This design comes from an exercise in tuning for small area, a short achievable clock period and few clock cycles per item on the open sky130 flow, not from production work.
RTL that was checked went through simulation tests only; none was proved equivalent to the original.
The clock input has no modelled driver; a real chip could not lean on it and would need a root buffer or a full tree.
Power and IR drop assume default switching activity.

// lzss_top
module lzss_top (
    input  logic        clk,
    input  logic        reset,
    input  logic        in_valid,
    input  logic [7:0]  in_data,
    input  logic        in_last,
    output logic        in_ready,
    output logic        out_valid,
    input  logic        out_ready,
    output logic        out_is_match,
    output logic [7:0]  out_field,
    output logic [1:0]  out_len_code,
    output logic [11:0] enc_num,
    output logic        finish
);
    lzss_pkg::codeword_t  out_codeword;
    lzss_encoder u_enc (
        .clk          (clk),
        .reset        (reset),
        .in_valid     (in_valid),
        .in_data      (in_data),
        .in_last      (in_last),
        .in_ready     (in_ready),
        .out_valid    (out_valid),
        .out_ready    (out_ready),
        .out_codeword (out_codeword),
        .enc_num      (enc_num),
        .finish       (finish)
    );
  ...
==> flow/config.mk <==
export PLATFORM = sky130hd
export DESIGN_NAME = lzss_top
export DESIGN_NICKNAME = lzss_top
export VERILOG_FILES = /design/flow/design.v
export SDC_FILE = /design/flow/constraint.sdc
export NUM_CORES = 8
export LEC_CHECK = 0
export CAP_MARGIN = 40
export CORE_MARGIN = 2
export CORE_UTILIZATION = 40
export SETUP_SLACK_MARGIN = 4.5
export SLEW_MARGIN = 20
==> flow/constraint.sdc <==
create_clock -name core_clock -period 7.0 [get_ports {clk}]
set_input_delay 1.4000 -clock core_clock [delete_from_list [all_inputs] [get_ports {clk}]]
set_output_delay 1.4000 -clock core_clock [all_outputs]
set_load 0.01 [all_outputs]
standard.sh (not shown) runs the stock make flow with config.mk's settings and CLKGATE_MAP_FILE= SYNTH_SCRIPT=/design/flow/synth_recipe.tcl, a recipe that flattens the netlist after the stock synthesis.
==> flow/flow/run.sh <==
#!/bin/bash
# The standard layout, except in the cts step: flow/mycts.tcl, sourced there
# through ORFS's PRE_CTS_TCL hook, stands in for the clock_tree_synthesis
# command. It builds a three-level clock tree of clkbuf_16 over recursive
# bisection clusters of the flip-flops, and rebuilds the buffer tree of the
# history's advance enable the same way (flow/myfanout.tcl). The rest of the
# cts step (legalisation, timing repair) and all other steps are unchanged.
set -o pipefail
export PRE_CTS_TCL="$PWD/flow/mycts.tcl"
export MYCTS_LEAF=20
export MYCTS_MID=4
bash standard.sh finish > standard.log 2>&1
Other scripts of this flow, unchanged in this note and not shown: flow/flow/mycts.tcl, flow/flow/myfanout.tcl
Testbench counts at the start, summed over its fixed seeds: cycles 8,778, bytes 8,594.
Rerun with:
Settings changed: CORE_UTILIZATION 40 to 55, SETUP_SLACK_MARGIN 4.5 to 4.3.
Result: The changed run passed the timing, design-rule and antenna checks. Die area falls by a quarter to a third. Worst setup slack degrades by 0.046 ns. Clock power barely changes. Power decreases slightly. Global-route usage climbs by 7.8 points. Design area shrinks slightly. Area after synthesis stays the same. Hold slack improved by 0.0038 ns. Sequential share of layout area rose by 1.1 points.
Rerun with:
Settings changed: CORE_UTILIZATION 55 to 40.
Synthesized area does not change.
Power fell by 0.83%.
Global-route usage fell by 8.2 points.
Combinational power is lower by about 2%.
Flip-flop and latch count is unchanged.
Die area rose by 37%.
Sequential power stays flat.
Synthesized cell count does not change.
Cell area increases by 0.75%.
Cell count is higher by 9.7%.
Maximum frequency climbs by 1.5%.
Rerun with:
Settings changed: PLACE_DENSITY from default to 0.75.
Via count rises by 1.7%.
Power falls by 0.67%.
Routed wire length falls by 4.1%.
No run of this note takes its clock network from TritonCTS; it comes from the design's own scripts or RTL.

========
Another version of the RTL of lzss_top (not shown whole).
Size: about 10,000 cells after synthesis, ~3,500 flip-flops, roughly 150,000 um2 of cells after synthesis.
==> flow/design.v (excerpt) <==
module lzss_top (
    input  logic        clk,
    input  logic        reset,
    input  logic        in_valid,
    input  logic [7:0]  in_data,
    input  logic        in_last,
    output logic        in_ready,
    output logic        out_valid,
    input  logic        out_ready,
    output logic        out_is_match,
    output logic [7:0]  out_field,
    output logic [1:0]  out_len_code,
    output logic [11:0] enc_num,
    output logic        finish
);
Settings: LEC_CHECK=0, CAP_MARGIN=40, CORE_MARGIN=2, CORE_UTILIZATION=40, SETUP_SLACK_MARGIN=4.3, SLEW_MARGIN=20; clock period 7.0 ns.
==> flow/flow/run.sh <==
#!/bin/bash
# The standard layout, except in the cts step: flow/mycts.tcl, sourced there
# through ORFS's PRE_CTS_TCL hook, stands in for the clock_tree_synthesis
# command. It builds a three-level clock tree of clkbuf_16 over recursive
# bisection clusters of the flip-flops, and rebuilds the buffer tree of the
# history's advance enable the same way (flow/myfanout.tcl). Before that it
# moves each register that drives an output port next to the port's buffer
# (flow/pullout.tcl). The rest of the
# cts step (legalisation, timing repair) and all other steps are unchanged.
set -o pipefail
export PRE_CTS_TCL="$PWD/flow/mycts.tcl"
export MYCTS_LEAF=20
export MYCTS_MID=4
bash standard.sh finish > standard.log 2>&1
Other scripts of this flow, unchanged in this note and not shown: flow/flow/mycts.tcl, flow/flow/myfanout.tcl, flow/flow/pullout.tcl
The starting point completed with no timing, DRC or antenna violations.
Testbench counts at the start, summed over its fixed seeds: cycles 8,778, bytes 8,594.
==> next run, changes <==
--- a/flow/config.mk
+++ b/flow/config.mk
@@ -11 +11 @@
-export SETUP_SLACK_MARGIN = 4.3
+export SETUP_SLACK_MARGIN = 4.5
What happened: The new run produced a clean layout; wire length rises by 1.8%; power rises by about 3%; die area stays the same; combinational power rises by 7.2%.
In every run of this note, the design's own scripts or RTL, not TritonCTS, make the clock network.

========
Setup of xenon:
lzss_top, a different RTL version from the one above (not shown whole).
Size: about 3500 flip-flops, about 39 I/O pins, roughly 150000 um2 of cells after synthesis.
==> flow/config.mk <==
export PLATFORM = sky130hd
export DESIGN_NAME = lzss_top
export DESIGN_NICKNAME = lzss_top
export VERILOG_FILES = /design/flow/design.v
export SDC_FILE = /design/flow/constraint.sdc
export NUM_CORES = 8
export LEC_CHECK = 0
export CAP_MARGIN = 40
export CORE_MARGIN = 2
export CORE_UTILIZATION = 40
export SETUP_SLACK_MARGIN = 4.5
export SLEW_MARGIN = 20
==> flow/constraint.sdc <==
create_clock -name core_clock -period 7.0 [get_ports {clk}]
set_input_delay 1.4000 -clock core_clock [delete_from_list [all_inputs] [get_ports {clk}]]
set_output_delay 1.4000 -clock core_clock [all_outputs]
set_load 0.01 [all_outputs]
==> flow/flow/mycts.tcl <==
# Clock tree built here in place of TritonCTS: the sinks are split recursively
# (alternating on the longer side, by count) into leaf clusters of at most
# MYCTS_LEAF sinks; each leaf cluster gets a clkbuf_16 at its centroid, each
# group of leaves at split depth MYCTS_MID a middle clkbuf_16, and each of
# the 4 groups at split depth 2 a root clkbuf_16 driven by the clock port.
# The buffer tree of the history's advance enable is rebuilt the same way.
# Before that, each register driving an output port's buffer is moved next to
# the buffer (pullout.tcl); the cts step's legalisation then places it.

proc mycts_centroid {items} {
  set sx 0; set sy 0
  foreach it $items { set sx [expr {$sx + [lindex $it 1]}]; set sy [expr {$sy + [lindex $it 2]}] }
  set n [llength $items]
  return [list [expr {$sx / $n}] [expr {$sy / $n}]]
}

# items: {name x y ...}; k: leaves wanted; returns list of {path items}
proc mycts_split {items k path} {
  if {$k <= 1} { return [list [list $path $items]] }
  set xs {}; set ys {}
  foreach it $items { lappend xs [lindex $it 1]; lappend ys [lindex $it 2] }
  set xs [lsort -integer $xs]; set ys [lsort -integer $ys]
  set ax [expr {([lindex $xs end] - [lindex $xs 0]) >= ([lindex $ys end] - [lindex $ys 0]) ? 1 : 2}]
  set items [lsort -integer -index $ax $items]
  set k1 [expr {$k / 2}]
  set k2 [expr {$k - $k1}]
  set n [llength $items]
  set n1 [expr {int(round(double($n) * $k1 / $k))}]
  set a [lrange $items 0 [expr {$n1 - 1}]]
  set b [lrange $items $n1 end]
  return [concat [mycts_split $a $k1 ${path}0] [mycts_split $b $k2 ${path}1]]
}

proc mycts_build {} {
  set block [ord::get_db_block]
  set db [ord::get_db]
  set master [$db findMaster sky130_fd_sc_hd__clkbuf_16]
  set leafmax [expr {[info exists ::env(MYCTS_LEAF)] ? $::env(MYCTS_LEAF) : 24}]
  set middepth [expr {[info exists ::env(MYCTS_MID)] ? $::env(MYCTS_MID) : 4}]
  set src [lindex [get_property [lindex [all_clocks] 0] sources] 0]
  set clknet [[$block findBTerm [get_name $src]] getNet]
  set sinks {}
  foreach it [$clknet getITerms] {
    set inst [$it getInst]
    set bb [$inst getBBox]
    lappend sinks [list $it [expr {([$bb xMin] + [$bb xMax]) / 2}] [expr {([$bb yMin] + [$bb yMax]) / 2}]]
  }
  set n [llength $sinks]
  set k [expr {($n + $leafmax - 1) / $leafmax}]
  # whole groups below the root and middle levels
  set p 1
  while {$p < $k} { set p [expr {$p * 2}] }
  set leaves [mycts_split $sinks $k ""]
  puts "mycts: $n sinks, [llength $leaves] leaf clusters"
  set nb 0
  array set kids {}
  foreach leaf $leaves {
    lassign $leaf path items
    lassign [mycts_centroid $items] x y
    set b [odb::dbInst_create $block $master "clkbuf_leaf_$path"]
    $b setLocation $x $y
    $b setPlacementStatus PLACED
    set net [odb::dbNet_create $block "clknet_leaf_$path"]
    $net setSigType CLOCK
    [$b findITerm X] connect $net
    foreach it $items {
      set iterm [lindex $it 0]
      $iterm disconnect
      $iterm connect $net
    }
    incr nb
    set up [string range $path 0 [expr {$middepth - 1}]]
    lappend kids(m$up) [list $b $x $y]
  }
  foreach key [lsort [array names kids m*]] {
    set up [string range $key 1 end]
    lassign [mycts_centroid $kids($key)] x y
    set b [odb::dbInst_create $block $master "clkbuf_mid_$up"]
    $b setLocation $x $y
    $b setPlacementStatus PLACED
    set net [odb::dbNet_create $block "clknet_mid_$up"]
    $net setSigType CLOCK
    [$b findITerm X] connect $net
    foreach c $kids($key) { [[lindex $c 0] findITerm A] connect $net }
    incr nb
    lappend kids(r[string range $up 0 1]) [list $b $x $y]
  }
  foreach key [lsort [array names kids r*]] {
    set up [string range $key 1 end]
    lassign [mycts_centroid $kids($key)] x y
    set b [odb::dbInst_create $block $master "clkbuf_root_$up"]
    $b setLocation $x $y
    $b setPlacementStatus PLACED
    set net [odb::dbNet_create $block "clknet_root_$up"]
    $net setSigType CLOCK
    [$b findITerm X] connect $net
    foreach c $kids($key) { [[lindex $c 0] findITerm A] connect $net }
    [$b findITerm A] connect $clknet
    incr nb
  }
  $clknet setSigType CLOCK
  puts "mycts: inserted $nb clock buffers"
  set_propagated_clock [all_clocks]
}

if {[info commands clock_tree_synthesis] ne ""} {
  rename clock_tree_synthesis mycts_tritoncts
}
source [file join [file dirname [info script]] myfanout.tcl]
source [file join [file dirname [info script]] pullout.tcl]

proc clock_tree_synthesis {args} {
  # Registers that drive output ports sit next to their port buffers
  pull_out_regs
  mycts_build
  # The history's advance enable reaches every history and slot register
  set pin [lindex [get_pins -hierarchical {u_enc.u_history.hist*/DE}] 0]
  if {$pin ne ""} {
    set net [[ord::get_db_block] findNet [get_full_name [get_nets -of_objects $pin]]]
    mft_rebuild $net adv 24 8 4
  }
}
Scripts as last shown in full above: flow/flow/run.sh
Other scripts of this flow, unchanged in this note and not shown: flow/flow/myfanout.tcl, flow/flow/pullout.tcl
Relative to xenon, the following input files were edited for tundra:
Settings: a change of SETUP_SLACK_MARGIN from 4.5 to 4.4.
--- a/flow/flow/run.sh
+++ b/flow/flow/run.sh
@@ -13 +13 @@
-export MYCTS_MID=4
+export MYCTS_MID=5
[summary]
Going from xenon to tundra, post-route worst setup slack shrinks by 58 ps. In the metrics for tundra and xenon, the one carrying the lower share of the core filled with cells is tundra. The lower fraction of final layout cells with drive strength greater than 1 of tundra and xenon is in tundra. On first-iteration DRC count, xenon loses to tundra. Summary of tundra over xenon: data arrival time of the critical path shows an increase of 1780 ps; first-pass GRT wire length moved down; share of power burned in combinational logic has decreased; total internal power lost 0.68%; final cell area excluding filler cells shrank by 2000 um2.
Relative to tundra, the following input files were edited for violet:
--- a/flow/flow/run.sh
+++ b/flow/flow/run.sh
@@ -13 +13 @@
-export MYCTS_MID=5
+export MYCTS_MID=4
## What came out
- Looking at the reports, violet completed the entire flow and the layout it produced met the timing, design-rule and antenna checks.
- Between tundra and violet, the flow reports total power decreasing slightly.
- On wire length reported by the detailed router, violet and tundra are basically level.
- Delta (violet minus tundra): net switching power of the design did not really move, global-route usage closely matched the old numbers, power in combinational cells level, clock-pin slew on the worst setup and hold paths about even.
- tundra vs violet, slowest cell on the critical path: nand4_1 vs edfxtp_1
- Summary of violet over tundra: logic gate share of total power now larger, proportion of cell area occupied by registers comparable, number of gates on the worst path with buffers counted now larger.
- Per the comparison of violet with tundra, count of buffers added by post-CTS timing repair for setup fell by 12; worst-margin pin slew stayed essentially flat.
No run of this note included a check of the RTL's function; only the layout flow was run. In every run of this note, the design's own scripts or RTL, not TritonCTS, make the clock network.

==> re-timing with driven ports <==
In the flow no input, the clock included, has a driving cell. The finished layouts below were timed again as built, in two steps. Step 1, drivers: a clkbuf_16 drives clk and a buf_2 each remaining input, both assumed. Step 2 also shifts input and output timing later by t, the mid clock arrival at the registers, as if the neighbouring blocks saw the same clock. Slacks: ideal / step 1 / step 2; pairs: ideal / step 1.
run	t, ns	setup WS [ns]	worst setup path at the end	worst register clock-pin slew, ns	pins driven straight from the clock port
the first run of note 1	0.867	4.194 / 3.973 / 3.925	input to register	0.10 / 0.10	4
the second run of note 1	0.878	4.149 / 3.921 / 3.689	input to register	0.10 / 0.10	4
the third run of note 1	0.859	4.191 / 3.975 / 3.636	input to register	0.10 / 0.10	4
the fourth run of note 1	0.843	4.178 / 3.969 / 3.709	input to register	0.09 / 0.09	4
the first run of note 2	0.861	4.272 / 4.080 / 3.671	input to register	0.09 / 0.09	4
the second run of note 2	0.863	4.293 / 4.075 / 3.838	input to register	0.09 / 0.09	4
xenon	0.879	4.336 / 4.108 / 3.506	input to register	0.10 / 0.10	4
tundra	0.861	4.278 / 4.114 / 3.567	input to register	0.09 / 0.09	4
violet	0.873	4.332 / 4.114 / 3.462	input to register	0.09 / 0.09	4
After both steps every run listed still meets setup and hold. For violet, which loses most, drivers alone change the setup slack by -0.218 ns; drivers and shift together by -0.870 ns.
